What follows belongs to an exercise in optimizing a design on an open flow for a short achievable clock period and few clock cycles; a production flow would make more cautious choices. In this exercise RTL edits were held to simulation tests only and were not proved equivalent to the original. No activity file was given, so power comes from the tool's default toggle rates.

`design/flow/design.v`:
```
package capture_pkg;
  typedef logic [31:0] data_t;       
  typedef logic [3:0]  strb_t;       
  typedef logic [1:0]  resp_t;       
  typedef logic [11:0] reg_addr_t;   
  localparam resp_t RESP_OKAY   = 2'b00;
  localparam resp_t RESP_SLVERR = 2'b10;
  localparam reg_addr_t REG_CTRL        = 12'h000;   
  localparam reg_addr_t REG_STATUS      = 12'h004;   
  localparam reg_addr_t REG_ID          = 12'h008;   
  localparam reg_addr_t MEM_WINDOW_BASE = 12'h800;   
  localparam int WINDOW_SEL_BIT = 11;   
  localparam data_t CAPTURE_ID = 32'h4341_5031;   
  typedef enum logic [2:0] {
    IDLE,       
    ACCESS,     
    WAIT_MEM,   
    RESP_B,     
    RESP_R      
  } lite_state_e;
endpackage
`timescale 1ns/1ps
module shared_ram #(
  parameter int MEM_ADDR_WIDTH = 6
) (
  input  logic                      aclk,
  input  logic                      win_we,
  input  logic [MEM_ADDR_WIDTH-1:0] win_addr,
  input  logic [31:0]               win_wdata,
  input  logic [3:0]                win_strb,
  input  logic                      str_we,
  input  logic [MEM_ADDR_WIDTH-1:0] str_addr,
  input  logic [31:0]               str_wdata,
  input  logic [MEM_ADDR_WIDTH-1:0] rd_addr,
  output logic [31:0]               rd_data
);
  localparam int DEPTH = 2 ** MEM_ADDR_WIDTH;
  logic [31:0] mem [DEPTH];   
  always_ff @(posedge aclk) begin
    for (int k = 0; k < DEPTH; k++) begin
      for (int b = 0; b < 4; b++) begin
        if (win_we && win_addr == k && win_strb[b]) begin
          mem[k][8*b +: 8] <= win_wdata[8*b +: 8];
        end else if (str_we && str_addr == k) begin
          mem[k][8*b +: 8] <= str_wdata[8*b +: 8];
        end
      end
    end
  end
  assign rd_data = mem[rd_addr];
endmodule
`timescale 1ns/1ps
module axi_capture_top #(
  parameter int MEM_ADDR_WIDTH = 6   
) (
  input  logic                   aclk,
  input  logic                   reset,
  input  capture_pkg::reg_addr_t s_axi_lite_awaddr,
  input  logic                   s_axi_lite_awvalid,
  output logic                   s_axi_lite_awready,
  input  capture_pkg::data_t     s_axi_lite_wdata,
  input  capture_pkg::strb_t     s_axi_lite_wstrb,
  input  logic                   s_axi_lite_wvalid,
  output logic                   s_axi_lite_wready,
  output capture_pkg::resp_t     s_axi_lite_bresp,
  output logic                   s_axi_lite_bvalid,
  input  logic                   s_axi_lite_bready,
  input  capture_pkg::reg_addr_t s_axi_lite_araddr,
  input  logic                   s_axi_lite_arvalid,
  output logic                   s_axi_lite_arready,
  output capture_pkg::data_t     s_axi_lite_rdata,
  output capture_pkg::resp_t     s_axi_lite_rresp,
  output logic                   s_axi_lite_rvalid,
  input  logic                   s_axi_lite_rready,
  input  capture_pkg::data_t     s_axi_stream_tdata,
  input  logic                   s_axi_stream_tvalid,
  output logic                   s_axi_stream_tready,
  input  logic                   s_axi_stream_tlast
);
  localparam int DEPTH = 2 ** MEM_ADDR_WIDTH;
  logic                    wr;           
  logic                    rd;           
  logic                    wr_win;       
  logic                    wr_ctrl;      
  logic                    wr_ok;        
  logic                    clear;        
  logic                    beat;         
  logic                    capture_en;
  logic [MEM_ADDR_WIDTH:0] word_count;
  logic                    frame_done;
  logic                    tready_q;
  logic                    ready_q;
  logic                    bvalid_q;
  logic                    bresp_err_q;
  logic                    rvalid_q;
  logic                    rresp_err_q;
  capture_pkg::data_t      rdata_q;
  capture_pkg::data_t      ram_rdata;
  capture_pkg::data_t      reg_value;
  logic                    reg_hit;
  logic                    en_next;
  logic [MEM_ADDR_WIDTH:0] count_next;
  assign s_axi_lite_awready = ready_q;
  assign s_axi_lite_wready  = ready_q;
  assign s_axi_lite_arready = ready_q;
  assign s_axi_lite_bvalid   = bvalid_q;
  assign s_axi_lite_bresp    = {bresp_err_q, 1'b0};
  assign s_axi_lite_rvalid   = rvalid_q;
  assign s_axi_lite_rdata    = rdata_q;
  assign s_axi_lite_rresp    = {rresp_err_q, 1'b0};
  assign s_axi_stream_tready = tready_q;
  assign wr      = s_axi_lite_awvalid && s_axi_lite_wvalid && ready_q;
  assign rd      = s_axi_lite_arvalid && ready_q;
  assign wr_win  = wr && s_axi_lite_awaddr[capture_pkg::WINDOW_SEL_BIT];
  assign wr_ctrl = wr && s_axi_lite_awaddr == capture_pkg::REG_CTRL && s_axi_lite_wstrb[0];
  assign clear   = wr_ctrl && s_axi_lite_wdata[1];
  assign wr_ok   = s_axi_lite_awaddr[capture_pkg::WINDOW_SEL_BIT]
                || s_axi_lite_awaddr == capture_pkg::REG_CTRL
                || s_axi_lite_awaddr == capture_pkg::REG_STATUS
                || s_axi_lite_awaddr == capture_pkg::REG_ID;
  assign beat    = s_axi_stream_tvalid && tready_q;
  shared_ram #(.MEM_ADDR_WIDTH(MEM_ADDR_WIDTH)) shared_ram_inst (
    .aclk      (aclk),
    .win_we    (wr_win),
    .win_addr  (s_axi_lite_awaddr[2 +: MEM_ADDR_WIDTH]),
    .win_wdata (s_axi_lite_wdata),
    .win_strb  (s_axi_lite_wstrb),
    .str_we    (beat),
    .str_addr  (word_count[MEM_ADDR_WIDTH-1:0]),
    .str_wdata (s_axi_stream_tdata),
    .rd_addr   (s_axi_lite_araddr[2 +: MEM_ADDR_WIDTH]),
    .rd_data   (ram_rdata)
  );
  always_comb begin
    reg_hit = 1'b1;
    case (s_axi_lite_araddr)
      capture_pkg::REG_CTRL:   reg_value = {31'd0, capture_en};
      capture_pkg::REG_STATUS: reg_value = {word_count[MEM_ADDR_WIDTH], frame_done, 14'd0,
                                            16'(word_count)};
      capture_pkg::REG_ID:     reg_value = capture_pkg::CAPTURE_ID;
      default: begin
        reg_value = '0;
        reg_hit   = 1'b0;
      end
    endcase
  end
  always_comb begin
    en_next    = capture_en;
    count_next = word_count + beat;
    if (wr_ctrl) begin
      en_next = s_axi_lite_wdata[0];
    end
    if (clear) begin
      count_next = '0;
    end
  end
  always_ff @(posedge aclk) begin
    ready_q <= !reset;
  end
  always_ff @(posedge aclk) begin
    if (reset) begin
      capture_en <= 1'b0;
      word_count <= '0;
      frame_done <= 1'b0;
      tready_q   <= 1'b0;
      bvalid_q   <= 1'b0;
      rvalid_q   <= 1'b0;
    end else begin
      capture_en <= en_next;
      word_count <= count_next;
      tready_q   <= en_next && !count_next[MEM_ADDR_WIDTH];
      if (clear) begin
        frame_done <= 1'b0;
      end else if (beat && s_axi_stream_tlast) begin
        frame_done <= 1'b1;
      end
      if (wr) begin
        bvalid_q <= 1'b1;
      end else if (s_axi_lite_bready) begin
        bvalid_q <= 1'b0;
      end
      if (rd) begin
        rvalid_q <= 1'b1;
      end else if (s_axi_lite_rready) begin
        rvalid_q <= 1'b0;
      end
    end
  end
  always_ff @(posedge aclk) begin
    if (wr) begin
      bresp_err_q <= !wr_ok;
    end
    if (rd) begin
      rdata_q     <= s_axi_lite_araddr[capture_pkg::WINDOW_SEL_BIT] ? ram_rdata : reg_value;
      rresp_err_q <= !s_axi_lite_araddr[capture_pkg::WINDOW_SEL_BIT] && !reg_hit;
    end
  end
endmodule
```
`design/flow/run.sh`:
```
#!/bin/bash
# synth_recipe.tcl (not shown) runs the flow's synth.tcl, then flattens the netlist and writes it again
# the make line also repeats each setting of config.mk as NAME=value (left out here)
make -C /OpenROAD-flow-scripts/flow DESIGN_CONFIG=/design/flow/config.mk WORK_HOME=/design/flow/orfs CLKGATE_MAP_FILE= SYNTH_SCRIPT=/design/flow/synth_recipe.tcl finish
```
`design/flow/config.mk`:
```
export PLATFORM = sky130hd
export DESIGN_NAME = axi_capture_top
export DESIGN_NICKNAME = axi_capture_top
export VERILOG_FILES = /design/flow/design.v
export SDC_FILE = /design/flow/constraint.sdc
export NUM_CORES = 4
export LEC_CHECK = 0
export ABC_CLOCK_PERIOD_IN_PS = 2000
export CAP_MARGIN = 20
export CORE_MARGIN = 2
export CORE_UTILIZATION = 30
export SETUP_SLACK_MARGIN = 3.3
export SLEW_MARGIN = 20
```
`design/flow/constraint.sdc`:
```
create_clock -name core_clock -period 6.0 [get_ports {aclk}]
set_input_delay 1.2000 -clock core_clock [delete_from_list [all_inputs] [get_ports {aclk}]]
set_output_delay 1.2000 -clock core_clock [all_outputs]
set_load 0.01 [all_outputs]
```
==> summary.txt <==
[metrics by stage]
| stage | std cells | power [uW] | cell area (um^2) |
|---|---|---|---|
| floorplan | 7434 | 17700 | 109000 |
| global placement | 11748 | 18600 | 116000 |
| detailed placement | 11756 | 18700 | 116000 |
| CTS | 12637 | 32800 | 132000 |
| global route | 12758 | 33500 | 134000 |
| finish | 12790 | 33100 | 134000 |
[power breakdown]
part | switching, uW | internal [uW] | total (uW)
logic | 1720 | 1030 | 2750
registers | 16.3 | 16100 | 16100
clock network | 6410 | 7870 | 14300
[worst max-delay path: cells and delay by family]
| kind | cells | cell delay [ns] |
|---|---|---|
| buf+inv | 2 | 0.26 |
| simple gates | 4 | 1.55 |
| compound gates | 2 | 0.87 |
[final timing paths]
check,cells past startpoint,endpoint,startpoint
setup / recovery,8,rdata_q[31],s_axi_lite_araddr[7]
hold / removal,2,bvalid_q,bvalid_q
setup reg to reg,4,shared_ram_inst.mem[39][18],word_count[1]
hold reg to reg,2,bvalid_q,bvalid_q
[area by class of cell]
class,count,area [um^2],share of cell area
tap,4578,5730,0.0426
multi-input combinational,4593,46800,0.348
antenna,45,113,0.000837
inverter,8,30.0,0.000223
clock inverter,134,1190,0.00889
sequential,2095,62800,0.467
timing repair buffer,1051,11800,0.0874
clock buffer,286,6070,0.0451
[logic make-up after synthesis]
| group | after synthesis | synth area share |
|---|---|---|
| compound gates | 1037 | 0.0753 |
| xor+xnor | 5 | 0.000421 |
| fa+ha+maj | 2 | 0.000241 |
| buf+inv | 752 | 0.0286 |
| flops | 2095 | 0.604 |
| mux | 2090 | 0.226 |
| other cells | 1 | 0.0000361 |
| simple gates | 1451 | 0.0654 |
[cell usage in the layout (no fill, tap or decap), drive strengths merged, types with 6 or more instances in the layout]
cell type,count
bufbuf,6
mux2i,34
nand4b,6
and3,159
nor4,76
diode,45
a21oi,28
mux2,2056
nor4bb,6
clkinv,102
a31oi,20
nor3,49
nor2b,10
a32o,8
inv,17
edfxtp,2082
nor2,151
a22o,21
o21ai,36
nand2,753
a22oi,798
a2111oi,55
clkinvlp,6
a32oi,19
nand3,88
clkdlybuf4s50,16
bufinv,17
buf,1014
nand4,105
a221oi,15
clkbuf,293
and2,16
dfxtp,13
nand2b,8
[routing by layer]
metal  up-vias  track usage  routed length [um]
li1      30363            -                   -
met5         -       0.0326                1470
met2      9243        0.483              253000
met3      2614        0.166              104000
met4        65        0.286               66400
met1     44149        0.413              214000
[repair_timing]
action | in CTS | in global routing
gates resized for setup | 893 | 308
setup endpoints to repair | 4178 | 1636
cloned | 25 | 7
pin swaps | 261 | 176
hold endpoints to repair | 0 | 0
buffers inserted | 436 | 101
==> qor.yml <==
die_area_um2: 351000
cts_buffers: 231
tns_ns: 0
cts_buffer_depth: 3
grt_usage: 0.352
async_flop_share: 0
synth_cells: 7433
dp_slack_ns: 0.717
max_freq_mhz: 316
fin_skew_ns: 0.0405
grt_pass1_wl_mm: 811
worst_slack_ns: 2.83
core_area_um2: 345000
drv_cap: 0
top_register: "shared_ram_inst.mem"
dieHeight_um: 593
worst_slew_pin_slew_ns: 1.25
via_per_inst: 6.76
crit_fanout: 8
h-tree-depth: 4
path_cells: "buf_12, buf_12, nor2b_2, nand2_1, o32a_1, nand4_1, nor4_4, a32oi_2"
post-synth-top-area-fraction: 0.601
cts.sinks: 2095
synth_most_common_cell: "edfxtp_1"
synth_top_area_cell: "edfxtp_1"
synth-edff-count: 2082
status: "complete, no violations"
fin_crit_ns: 3.17
synth_area_per_cell_um2: 14.0
crit_path_start_kind: "input pin"
synth-seq-cells: 2095
final_util: 0.389
cp.required_ns: 6.74
die_x_um: 593
grt_setup_unrepaired: "yes"
ys_seq_area_frac: 0.604
final-setup-viol-count: 0
tritoncts: "built"
hold_viol: 0
clockRootBuffer: "clkbuf_16"
vias: 86434
leakage_uw: 0.0480
dr.first_iter.drc_count: 17809
num_io_pins: 143
hold_path_class: "register to register"
drive_gt1_frac: 0.556
yosys_warnings: 3
pwr_density_cell_nw_per_um2: 246
routed_wl_mm: 639
worst_path_max_delay_cell: "nor2b_2"
cpMostUsedCell: "buf_12"
end_kind: "register"
drc: 0
fp-row-count: 216
synth_area_leaders: "edfxtp_1, mux2_2, a22oi_1, nand2_1, clkbuf_1"
yosys-top-cells-count: "edfxtp_1, mux2_2, a22oi_1"
clock_latency_ns: 0.98
cts.reportedPaths.clkPinSlew_ns: 0.06
wire_per_inst_um: 50.0
fill_cells: 32086
ys.flop_type: "edfxtp_1"
dp_hpwl_mm: 409
fin_crit_sh: 0.528
antenna_left: 0
whs_ns: 0.490
synth_cell_types: 74
maxSlewViolCount: 0
floorplan.initialDensity: 0.301
grt_pass1_vias: 78505
hold_buffers: 0
largest_reg_flops: 2048
worst_path_largest_cell_delay_ns: 0.87
grt_overflow: 0
gp_congestion: 1.06
port_buffers: 140
grt_max_degree: 65
nets: 8083
largestRegisters: "shared_ram_inst.mem (2048), rdata_q (32), word_count (7)"
area_delta_synth_final_pct: 29.4
first_pass_iters: 12
r2r_setup_slack_ns: 3.07
grt_antenna_before_repair: 62
vdd_ir_drop_max_uv: 330
slew_headroom: 0.166
worstPathArrival_ns: 3.91
path_class: "input pin to register"
netlist_area_um2: 104000
Testbench counts, summed over its fixed seeds: cycles 12,954.

==> separate check: timing with driven ports <==
In the flow no input, the clock included, has a driving cell. The finished layout below was timed again as built, in two steps.
Step 1, drivers: a clkbuf_16 drives aclk and a buf_2 each remaining input, both assumed.
Step 2 also shifts input and output timing later by t, the mid clock arrival at the registers, as if the neighbouring blocks saw the same clock.
Slacks: ideal ports / drivers / drivers and shift; pairs: ideal ports / drivers.
t, ns: 1.044
setup WS [ns]: 2.831 / 2.668 / 1.624
slew at the worst register clock pin (ns): 0.07 / 0.07
After both steps setup and hold are still met in this run. For this run, drivers alone change the setup slack by -0.163 ns; drivers and shift together by -1.207 ns.
